This design comes from an exercise in tuning for small area, a short achievable clock period and few clock cycles per item on the open sky130 flow, not from production work.
In this exercise RTL edits were held to simulation tests only and were not proved equivalent to the original.
Power is estimated from default activity; no workload was simulated.

===== design/flow/design.v =====
`default_nettype none
package srtfo_pkg;
   localparam int MaxSections = 16;
   localparam int IndexWidth  = 4;
   localparam int CountWidth  = 5;
   localparam int DataWidth   = 32;
   localparam int CsrIdxWidth = 4;
   typedef enum logic {
      OP_WRITE     = 1'b0,
      OP_TRANSLATE = 1'b1
   } op_type;
   typedef enum logic [CsrIdxWidth-1:0] {
      CSR_ENTRY_COUNT = 4'd0,
      CSR_IMAGE_BASE  = 4'd1
   } csr_index_type;
endpackage
`default_nettype wire
`default_nettype none
import srtfo_pkg::*;
module section_rva_to_file_offset (
   input  wire logic                                 clock,
   input  wire logic                                 reset,
   input  wire logic                                 start,
   output logic                                      busy,
   input  wire logic                                 req_op,
   input  wire logic [srtfo_pkg::IndexWidth-1:0]     req_entry_index,
   input  wire logic [srtfo_pkg::DataWidth-1:0]      req_entry_start,
   input  wire logic [srtfo_pkg::DataWidth-1:0]      req_entry_raw_size,
   input  wire logic [srtfo_pkg::DataWidth-1:0]      req_entry_raw_offset,
   input  wire logic [srtfo_pkg::DataWidth-1:0]      req_rel_address,
   output logic                                      rsp_strobe,
   output logic                                      rsp_found,
   output logic [srtfo_pkg::DataWidth-1:0]           rsp_file_offset,
   output logic [srtfo_pkg::DataWidth-1:0]           rsp_virtual_address,
   input  wire logic                                 csr_valid,
   output logic                                      csr_ready,
   input  wire logic [srtfo_pkg::CsrIdxWidth-1:0]    csr_index,
   input  wire logic [srtfo_pkg::DataWidth-1:0]      csr_data
);
   function automatic logic geq(input logic [DataWidth-1:0] a, input logic [DataWidth-1:0] b);
      logic [DataWidth-1:0] gt, ge;
      gt = a & ~b;
      ge = a | ~b;
      for (int w = 1; w < DataWidth; w = w * 2) begin
         for (int k = 0; k < DataWidth; k = k + 2 * w) begin
            gt[k] = gt[k+w] | (ge[k+w] & gt[k]);
            ge[k] = gt[k+w] | (ge[k+w] & ge[k]);
         end
      end
      geq = ge[0];
   endfunction
   function automatic logic [DataWidth-1:0] pg_sum(input logic [DataWidth-1:0] g,
                                                   input logic [DataWidth-1:0] p);
      logic [DataWidth-1:0] gg, pp;
      gg = g;
      pp = p;
      for (int d = 1; d < DataWidth; d = d * 2) begin
         for (int i = 0; i < DataWidth; i++) begin
            if ((i & d) != 0) begin
               gg[i] = gg[i] | (pp[i] & gg[(i & ~(2*d-1)) + d - 1]);
               pp[i] = pp[i] & pp[(i & ~(2*d-1)) + d - 1];
            end
         end
      end
      pg_sum = p ^ {gg[DataWidth-2:0], 1'b0};
   endfunction
   function automatic logic [DataWidth-1:0] add(input logic [DataWidth-1:0] a,
                                                input logic [DataWidth-1:0] b,
                                                input logic                 ci);
      logic [DataWidth-1:0] g, p, gg, pp;
      g  = a & b;
      p  = a ^ b;
      gg = g;
      gg[0] = g[0] | (p[0] & ci);
      pp = p;
      for (int d = 1; d < DataWidth; d = d * 2) begin
         for (int i = 0; i < DataWidth; i++) begin
            if ((i & d) != 0) begin
               gg[i] = gg[i] | (pp[i] & gg[(i & ~(2*d-1)) + d - 1]);
               pp[i] = pp[i] & pp[(i & ~(2*d-1)) + d - 1];
            end
         end
      end
      add = p ^ {gg[DataWidth-2:0], ci};
   endfunction
   logic                    accept;
   logic [CountWidth-1:0]   count_ff;
   logic [DataWidth-1:0]    base_ff;
   logic [DataWidth-1:0]    startn_ff [MaxSections];
   logic [DataWidth-1:0]    end_ff    [MaxSections];
   logic [DataWidth-1:0]    bias_ff   [MaxSections];
   logic [DataWidth-1:0]    startn_in, end_in, bias_in;
   logic [MaxSections-1:0]  tbl_we;
   logic [DataWidth-1:0]    addr;
   logic [MaxSections-1:0]  active;
   logic [MaxSections-1:0]  hit;
   logic [MaxSections-1:0]  below;
   logic [MaxSections-1:0]  first;
   logic                    found;
   logic [DataWidth-1:0]    sel_bias;
   logic                    out_strobe_ff;
   logic                    out_found_ff;
   logic [DataWidth-1:0]    out_g_ff;
   logic [DataWidth-1:0]    out_p_ff;
   logic [DataWidth-1:0]    out_va_ff;
   assign busy      = 1'b0;
   assign csr_ready = 1'b1;
   assign accept    = start;
   always_ff @(posedge clock) begin
      if (reset) begin
         count_ff <= '0;
         base_ff  <= '0;
      end else if (csr_valid) begin
         if (csr_index == CSR_ENTRY_COUNT) count_ff <= csr_data[CountWidth-1:0];
         if (csr_index == CSR_IMAGE_BASE)  base_ff  <= csr_data;
      end
   end
   assign startn_in = ~{req_entry_start[DataWidth-1:1],
                        req_entry_start[0] | (req_entry_start == '0)};
   assign end_in    = add(req_entry_start, req_entry_raw_size, 1'b0);
   assign bias_in   = add(req_entry_raw_offset, ~req_entry_start, 1'b1);
   always_comb begin
      for (int i = 0; i < MaxSections; i++)
         tbl_we[i] = accept && (req_op == 1'b0) && (req_entry_index == IndexWidth'(i));
   end
   always_ff @(posedge clock) begin
      for (int i = 0; i < MaxSections; i++) begin
         if (tbl_we[i]) begin
            startn_ff[i] <= startn_in;
            end_ff[i]    <= end_in;
            bias_ff[i]   <= bias_in;
         end
      end
   end
   assign addr = req_rel_address;
   always_comb begin
      for (int i = 0; i < MaxSections; i++) begin
         active[i] = (CountWidth'(i) < count_ff);
         hit[i]    = active[i] && geq(addr, ~startn_ff[i]) && geq(end_ff[i], addr);
      end
      below = '0;
      for (int i = 1; i < MaxSections; i++)
         below[i] = below[i-1] | hit[i-1];
      first = hit & ~below;
      found    = |hit;
      sel_bias = '0;
      for (int i = 0; i < MaxSections; i++)
         sel_bias = sel_bias | ({DataWidth{first[i]}} & bias_ff[i]);
   end
   always_ff @(posedge clock) begin
      if (reset) out_strobe_ff <= 1'b0;
      else       out_strobe_ff <= accept && (req_op == 1'b1);
   end
   always_ff @(posedge clock) begin
      out_found_ff  <= found;
      out_g_ff      <= addr & sel_bias;
      out_p_ff      <= addr ^ sel_bias;
      out_va_ff     <= add(base_ff, addr, 1'b0);
   end
   assign rsp_strobe          = out_strobe_ff;
   assign rsp_found           = out_found_ff;
   assign rsp_file_offset     = pg_sum(out_g_ff, out_p_ff) & {DataWidth{out_found_ff}};
   assign rsp_virtual_address = out_va_ff;
endmodule
`default_nettype wire

===== design/flow/run.sh =====
#!/bin/bash
# synth_recipe.tcl (not shown) runs the flow's synth.tcl, then flattens the netlist and writes it again
# the make line also repeats each setting of config.mk as NAME=value (left out here)
make -C /OpenROAD-flow-scripts/flow DESIGN_CONFIG=/design/flow/config.mk WORK_HOME=/design/flow/orfs CLKGATE_MAP_FILE= SYNTH_SCRIPT=/design/flow/synth_recipe.tcl finish

===== design/flow/config.mk =====
export PLATFORM = sky130hd
export DESIGN_NAME = section_rva_to_file_offset
export DESIGN_NICKNAME = section_rva_to_file_offset
export VERILOG_FILES = /design/flow/design.v
export SDC_FILE = /design/flow/constraint.sdc
export NUM_CORES = 4
export LEC_CHECK = 0
export ABC_AREA = 1
export CAP_MARGIN = 20
export CORE_MARGIN = 2
export CORE_UTILIZATION = 40
export SLEW_MARGIN = 20

===== design/flow/constraint.sdc =====
create_clock -name core_clock -period 5.0 [get_ports {clock}]
set_input_delay 1.0000 -clock core_clock [delete_from_list [all_inputs] [get_ports {clock}]]
set_output_delay 1.0000 -clock core_clock [all_outputs]
set_load 0.01 [all_outputs]

==> run summary <==
-- cells by family after synthesis --
| kind of cell | Yosys count |
|---|---|
| simple gates | 3901 |
| flops | 1670 |
| compound gates | 1430 |
| buf+inv | 1145 |
| fa+ha+maj | 141 |
| xor+xnor | 68 |
| other cells | 2 |
-- worst register-to-register path, delay by kind of cell, from the launching register on --
family / cells / cell delay [ns]
flip-flops: 1 / 0.39
AO/OA/AOI/OAI: 2 / 0.54
adder cells (fa/ha/maj): 1 / 0.28
AND/OR/NAND/NOR: 16 / 2.44
buffers and inverters: 2 / 0.29
-- layer usage --
metal	GRT usage	up-vias
met3	0.0336	443
li1	-	29700
met1	0.327	30200
met5	0	-
met4	0.101	4
met2	0.395	2363
-- final timing paths --
path | from | end | slack (ns)
setup / recovery | out_g_ff[0]$_DFF_P_ | rsp_file_offset[27] | 0.22
hold / removal | base_ff[6]$_SDFFE_PP0P_ | base_ff[6]$_SDFFE_PP0P_ | 0.47
setup reg to reg | end_ff[0][27]$_DFFE_PP_ | out_p_ff[24]$_DFF_P_ | 0.95
hold reg to reg | base_ff[6]$_SDFFE_PP0P_ | base_ff[6]$_SDFFE_PP0P_ | 0.47
-- report_power, final --
part           total [W]  leakage, nW  internal, W  switching (W)
Sequential        0.0161         14.9       0.0160       0.000150
Combinational    0.00475         21.3      0.00168        0.00308
Clock             0.0131         2.78      0.00739        0.00566
-- per-stage QoR --
| stage | worst slack (ns) | instances |
|---|---|---|
| after floorplan | -0.911 | 8357 |
| after global placement | -0.803 | 11500 |
| after detailed placement | -0.905 | 11500 |
| after CTS | -0.0312 | 11800 |
| after global routing | -0.0930 | 11800 |
| final | 0.218 | 11800 |
-- cells in the final DEF (no fill, tap or decap), drive strengths merged, types with 13 or more instances in the layout --
master and count:
and2 13, clkinv 80, a31oi 111, o21ai 486, or2 59, nor3 68, o31ai 35, clkdlybuf4s50 194
o211ai 72, dfxtp 134, edfxtp 1536, o22ai 54, a21oi 491, xnor2 19, clkbuf 223, nand2 2440
buf 550, xor2 49, ha 126, fa 15, a211oi 23, bufinv 15, nand4 110, nor2 860
inv 867, a21boi 63, a21o 16, o21a 42, nand3 334
-- state kept, by name, summed over array words and instances (netlist names) --
| signal | flops |
|---|---|
| bias_ff | 512 |
| out_p_ff | 32 |
| count_ff | 5 |
| out_va_ff | 32 |
| out_strobe_ff | 1 |
| end_ff | 512 |
| out_found_ff | 1 |
| base_ff | 32 |
| startn_ff | 512 |
| out_g_ff | 31 |
-- cell type report --
class / instances / area (sq um)
Antenna cell: 1 / 2.50
Sequential cell: 1670 / 48800
Tap cell: 2656 / 3320
Clock buffer: 222 / 4640
Fill cell: 17900 / 104000
Multi-Input combinational cell: 5542 / 26900
Timing Repair Buffer: 757 / 7620
Clock inverter: 105 / 1070
Inverter: 861 / 3230
-- repair_timing --
item                       CTS  global route
setup buffers                3             0
setup endpoints to repair   34           114
hold buffers                 0             0
gates resized for setup     67            27
pin swaps                   11            12
cloned                       0             0
==> summary.txt <==
Pwr
  • Total leakage power: between 30 and 40 nW
  • Worst VDD drop: 271 uV
  • PwrDens: around 360 mW/mm^2
  • PnR Total Power: 0.0339 W

Global routing
  • First-pass GRT wire length: 368000 microns
  • Pin count of the biggest net entering global routing: 97
  • Vias in the first global route: ~60000
  • Total track usage: 0.243
  • Overflow after GRT: 0
  • Initial antenna violation count: 9

Synth
  • Avg Inst Size Synth: ~9.6 sq um
  • Synthesis Warnings: 4
  • Netlist cell types: between 60 and 70
  • Synth top area share: 0.576
  • Largest family of logic cells by synthesized area: simple AND/OR/NAND/NOR gates
  • Post-synth EDFFs: approximately 1500
  • Count leader, synth: nand2_1
  • Seq/Total Area, Yosys: 0.610
  • Post-synth top cells: nand2_1, edfxtp_1, nor2_1, inv_1, a21oi_1
  • Adder-Cell Fraction of Synth Area: 0.0235
  • Synth area leader: edfxtp_1
  • Mapped cell area: 0.0800 sq mm
  • Post-synthesis xor/xnor area fraction: 0.00744
  • Simple-Gate Fraction of Synth Area: 0.197
  • Synth Register Bits: around 1700
  • Syn Inst Count: roughly 8400
  • Ys async rst share: 0
  • Area contributors post-synth: edfxtp_1, nand2_1, nor2_1
  • Syn_nets: between 8000 and 9000
  • Synth Area in Compound Gates: 0.102
  • Main flop type after synthesis: edfxtp_1
  • Mux cell area share after synthesis: 0

Clock tree
  • TritonCTS Buffers: ~180
  • Root buffer cell: clkbuf_16
  • Clock latency on the worst-skew pair: between 0.8 and 0.9 ns
  • Deepest clock path buffer count: 3
  • Htree depth: 4
  • CTS Sinks: about 1700
  • Clock transition at path regs: about 0.06 ns
  • CTS tree: yes

Setup path
  • Crit path top cell by count: nand2_2
  • Crit. path cell count: 23
  • Startpoint class of the critical path: flip-flop
  • Worst Path Required: roughly 4.0 ns
  • Critical Path AT: approximately 3.8 ns
  • Slowest CP cell: dfxtp_1
  • CP Buf/Inv Count: 4
  • Worst-path fanout max: 3
  • R2R depth: 21
  • CP top delay family: simple AND/OR/NAND/NOR gates
  • CP Class: flip-flop to primary output
  • Critical Path End Type: primary output
  • CP peak stage delay: 0.30 ns
  • Worst path cell trace: ha_2, or2_4, a21oi_2, o21bai_2, nand2_1, nand2_1, nand2_1, inv_1, or2_4, nand2_2, nand2_2, a21oi_4, o21ai_4, nand2_2, nand2_4, nand2_2, nand2_2, buf_12, inv_2, nor3_2, o21a_1, nor3_2, buf_2

Route
  • Via Count: approximately 63000
  • DR vias/cell: around 5.3
  • Top Metal Used: met5
  • Iteration-0 DRC Markers: around 6800
  • DRT met1 WL: between 100000 and 150000 microns
  • Post-route DRC: 0
  • Routed wire length: approximately 250000 microns
  • First-pass DRT Iterations: 6
  • Detail Route Antenna Nets: 0
  • Wire length per cell: 21.4 microns
  • Met3 Routed Length: ~19000 microns
  • Met2 WL: approximately 120000 microns

Timing
  • Clk_skew: around 0.034 ns
  • Final period util: 0.956
  • Slew @ Worst Pin: ~1.1 ns
  • Max Clock Freq: approximately 210 MHz
  • RSZ-0062 raised after global routing: yes
  • Fin crit period: between 4 and 5 ns
  • Final hold vios: 0
  • Min Hold Slack: 0.469 ns
  • Final TNS setup: 0 ns
  • Final Max Tran Viols: 0
  • Final setup violation count: 0
  • Relative slew slack: 0.258

Place
  • Placed Area: ~0.090 sq mm
  • Placer congestion estimate: slightly below 0.9
  • # port buffers: about 240
  • Hpwl dp: between 150000 and 200000 microns

Die
  • Core Footprint: 0.199 sq mm
  • Die X: roughly 450 microns
  • Die area: between 0.2 and 0.25 sq mm
  • Die height: between 400 and 500 microns
  • I/O Pins: around 240
  • Row count: ~160
  • Initial Util: 0.402

Worst hold path
  • Min-Delay Path Class: flip-flop to flip-flop
  • Hold path cells: 2

Outcome
  • Outcome: no timing/DRC/antenna violations

Finish
  • Share of layout cells above drive strength 1: 0.106
  • Area growth, synth to finish: 19.4%
  • Finished Cell Area: 0.0956 sq mm
  • Finished Core Util: 0.480
  • Nets: ~9300

Job
  • Max_cap viols: 0
Testbench counts, summed over its fixed seeds: cycles 7,352, items 6,717.

## port drivers added, routing unchanged
How much do the figures lean on ideal ports? The routed layout below was timed once more, with nothing changed but the port constraints. Step 1, drivers: a clkbuf_16 drives clock and a buf_2 each remaining input, both assumed. Step 2 moves the port delays by t, midway between the first and last clock arrival at a register: inputs arrive t later, outputs are due t later. That takes back most of the time a late clock gives input paths. Slacks: ideal / step 1 / step 2; pairs: ideal / step 1.
t (ns): 0.915
setup slack, ns: 0.218 / 0.124 / -0.536
hold slack, ns: 0.469 / 0.469 / 0.469
Met with ideal ports but missed after step 2: setup timing in this run. The setup slack of this run moves by -0.094 ns with the drivers and by -0.754 ns with both steps.
